What follows belongs to an exercise in optimizing a design on an open flow for small area; a production flow would make more cautious choices. Only simulation tests tie the RTL to the original design; equivalence was not proved. Power and IR drop assume default switching activity.

JK:
==> flow/design.v (excerpt) <==
module max_unpool #(
    parameter  int unsigned DATA_WIDTH = 16,
    parameter  int unsigned IN_SIZE    = 4,
    localparam int unsigned OUT_SIZE   = 2 * IN_SIZE,
    localparam int unsigned CNT_W      = $clog2(IN_SIZE * IN_SIZE + 1)
) (
    input  logic                                         clk,
    input  logic                                         reset,
    input  logic                                         en,
    input  logic                                         in_valid,
    input  logic [DATA_WIDTH-1:0]                        in_data,
    input  logic [1:0]                                   in_idx,
    output logic                                         in_ready,
    output logic [OUT_SIZE*OUT_SIZE*DATA_WIDTH-1:0]      ofmap,
    output logic                                         done_unpool
);
Settings: LEC_CHECK=0, ABC_AREA=1, CAP_MARGIN=20, CORE_AREA=6 6 214 214, DIE_AREA=0 0 220 220, PLACE_DENSITY=0.45, SLEW_MARGIN=20; clock period 4.0 ns.
standard.sh (not shown) runs the stock make flow with config.mk's settings and CLKGATE_MAP_FILE= SYNTH_SCRIPT=/design/flow/synth_recipe.tcl, a recipe that flattens the netlist after the stock synthesis.
==> flow/flow/run.sh <==
#!/bin/bash
# The standard layout, with each port buffered by the smallest buffer cell, pins one track
# apart, and a clock tree of small buffers in larger clusters, without dummy loads.
set -euo pipefail
bash standard.sh finish \
  BUFFER_PORTS_ARGS="-buffer_cell sky130_fd_sc_hd__buf_1" \
  PLACE_PINS_ARGS="-min_distance 1 -min_distance_in_tracks" \
  CTS_ARGS="-sink_clustering_enable -repair_clock_nets -dont_use_dummy_load -sink_clustering_size 16 -sink_clustering_max_diameter 60 -buf_list {sky130_fd_sc_hd__clkbuf_4 sky130_fd_sc_hd__clkbuf_8}" \
  > flow_make.log 2>&1
[inputs] MS vs JK
==> flow/flow/run.sh <==
#!/bin/bash
# The standard layout, with each port buffered by the smallest buffer cell.
set -euo pipefail
bash standard.sh finish BUFFER_PORTS_ARGS="-buffer_cell sky130_fd_sc_hd__buf_1" > flow_make.log 2>&1
-- flow/config.mk --
<<< JK, line 9
export CAP_MARGIN = 20
export CORE_AREA = 6 6 214 214
export DIE_AREA = 0 0 220 220
export PLACE_DENSITY = 0.45
export SLEW_MARGIN = 20
>>> MS, line 9
export CAP_MARGIN = 20
export CORE_AREA = 10 10 390 390
export DIE_AREA = 0 0 400 400
export SLEW_MARGIN = 20
==> comparison <==
- Both conditions hold for MS: the flow ran to the end and the final layout passed the timing, design-rule and antenna checks.
- MS — critical path depth 1 lower, JK as reference
- From JK to MS the numbers moved as follows: total half-perimeter wirelength after legalization and detailed placement climbed 37000 um, worst setup margin dropped 18 ps, met3 track demand over resource in global routing dropped 1.9 points, internal portion of total power climbed 0.0019 W, largest net degree at the start of global routing climbed 1.
Edits applied to the flow inputs when going from MS to AL:
==> flow/flow/run.sh <==
#!/bin/bash
# The standard layout, with each port buffered by the smallest buffer cell and a clock tree
# of small buffers in larger clusters, without dummy loads.
set -euo pipefail
bash standard.sh finish \
  BUFFER_PORTS_ARGS="-buffer_cell sky130_fd_sc_hd__buf_1" \
  CTS_ARGS="-sink_clustering_enable -repair_clock_nets -dont_use_dummy_load -sink_clustering_size 16 -sink_clustering_max_diameter 60 -buf_list {sky130_fd_sc_hd__clkbuf_4 sky130_fd_sc_hd__clkbuf_8}" \
  > flow_make.log 2>&1
-- flow/config.mk --
<<< MS, line 9
export CAP_MARGIN = 20
export CORE_AREA = 10 10 390 390
export DIE_AREA = 0 0 400 400
export SLEW_MARGIN = 20
>>> AL, line 9
export CAP_MARGIN = 20
export CORE_AREA = 10 10 290 290
export DIE_AREA = 0 0 300 300
export GPL_TIMING_DRIVEN = 0
export SLEW_MARGIN = 20
Results
- Of AL and MS, MS shows the lower count of cell instances traversed by the critical path, with AL above it.
- Changes observed in AL relative to MS: power per standard cell area dropped 21%; worst hold slack after final layout dropped 25 ps; net load switching power dropped about 28%; time the worst path needs with I/O delays and setup climbed 31 ps; length of the first detailed-routing pass in iterations dropped 3.
- Of AL and MS, the lower global-route usage belongs to MS.
- Side by side, multi-input combinational cell area turned out higher in AL than in MS.
- Changes observed in AL relative to MS: total design power decreased by 29% relative to the old numbers; number of CTS-inserted buffers lost 14; fmax lower.
The inputs of TR differ from those of AL as listed below.
==> flow/run.sh (new file) <==
#!/bin/bash
# synth_recipe.tcl (not shown) runs the flow's synth.tcl, then flattens the netlist and writes it again
# the make line also repeats each setting of config.mk as NAME=value (left out here)
make -C /OpenROAD-flow-scripts/flow DESIGN_CONFIG=/design/flow/config.mk WORK_HOME=/design/flow/orfs CLKGATE_MAP_FILE= SYNTH_SCRIPT=/design/flow/synth_recipe.tcl finish
-- flow/config.mk --
<<< AL, line 9
export CAP_MARGIN = 20
export CORE_AREA = 10 10 290 290
export DIE_AREA = 0 0 300 300
export GPL_TIMING_DRIVEN = 0
export SLEW_MARGIN = 20
>>> TR, line 9
export CAP_MARGIN = 20
export CORE_AREA = 10 10 390 390
export DIE_AREA = 0 0 400 400
export SLEW_MARGIN = 20
removed: flow/flow/run.sh
removed: flow/standard.sh
[summary]
- Core utilization, AL and TR: lower on TR
- Between AL and TR, number of global-route vias before repair increased.
- From AL to TR the numbers moved as follows: actual slew at the worst max-slew pin increased by 88 ps relative to the old numbers, maximum achievable frequency has decreased, growth of design area from synthesis to finish moved up.
- From AL to TR the numbers moved as follows: sequential portion of the cell area now smaller; combinational share of power -0.2 points; final worst hold slack went up; clock insertion delay at the later pin of the skew report shows a reduction of 40 ps.
- Higher arrival time of the worst setup path among AL and TR: TR
- Taking AL as 1.0, TR lands at 1.3 on wire length.

==> separate check: timing with driven ports <==
The results above use ideal ports. As a check the final layouts listed here were re-extracted and re-timed, cells and wires unchanged. Step 1 (the two cells are an assumption about what drives the block):
set clk [get_ports {clk}]
set_driving_cell -lib_cell sky130_fd_sc_hd__clkbuf_16 $clk
set_driving_cell -lib_cell sky130_fd_sc_hd__buf_2 [delete_from_list [all_inputs] $clk]
Step 2 moves the port delays by t, midway between the first and last clock arrival at a register: inputs arrive t later, outputs are due t later. That takes back most of the time a late clock gives input paths. Slacks: ideal / step 1 / step 2; pairs: ideal / step 1.
run | t, ns | setup slack, ns | worst hold slack (ns) | latest minus earliest clock arrival (ns) | worst data-port slew with drivers (ns)
JK | 0.594 | 0.234 / 0.182 / 0.775 | 0.150 / 0.163 / 0.576 | 0.064 / 0.065 | 0.16
MS | 0.671 | 0.217 / 0.158 / 0.829 | 0.144 / 0.178 / 0.585 | 0.036 / 0.035 | 0.14
AL | 0.673 | 0.185 / 0.127 / 0.800 | 0.118 / 0.123 / 0.591 | 0.091 / 0.091 | 0.08
TR | 0.649 | 0.153 / 0.089 / 0.738 | 0.497 / 0.534 / 0.573 | 0.043 / 0.043 | 0.15
After both steps every run listed still meets setup and hold.
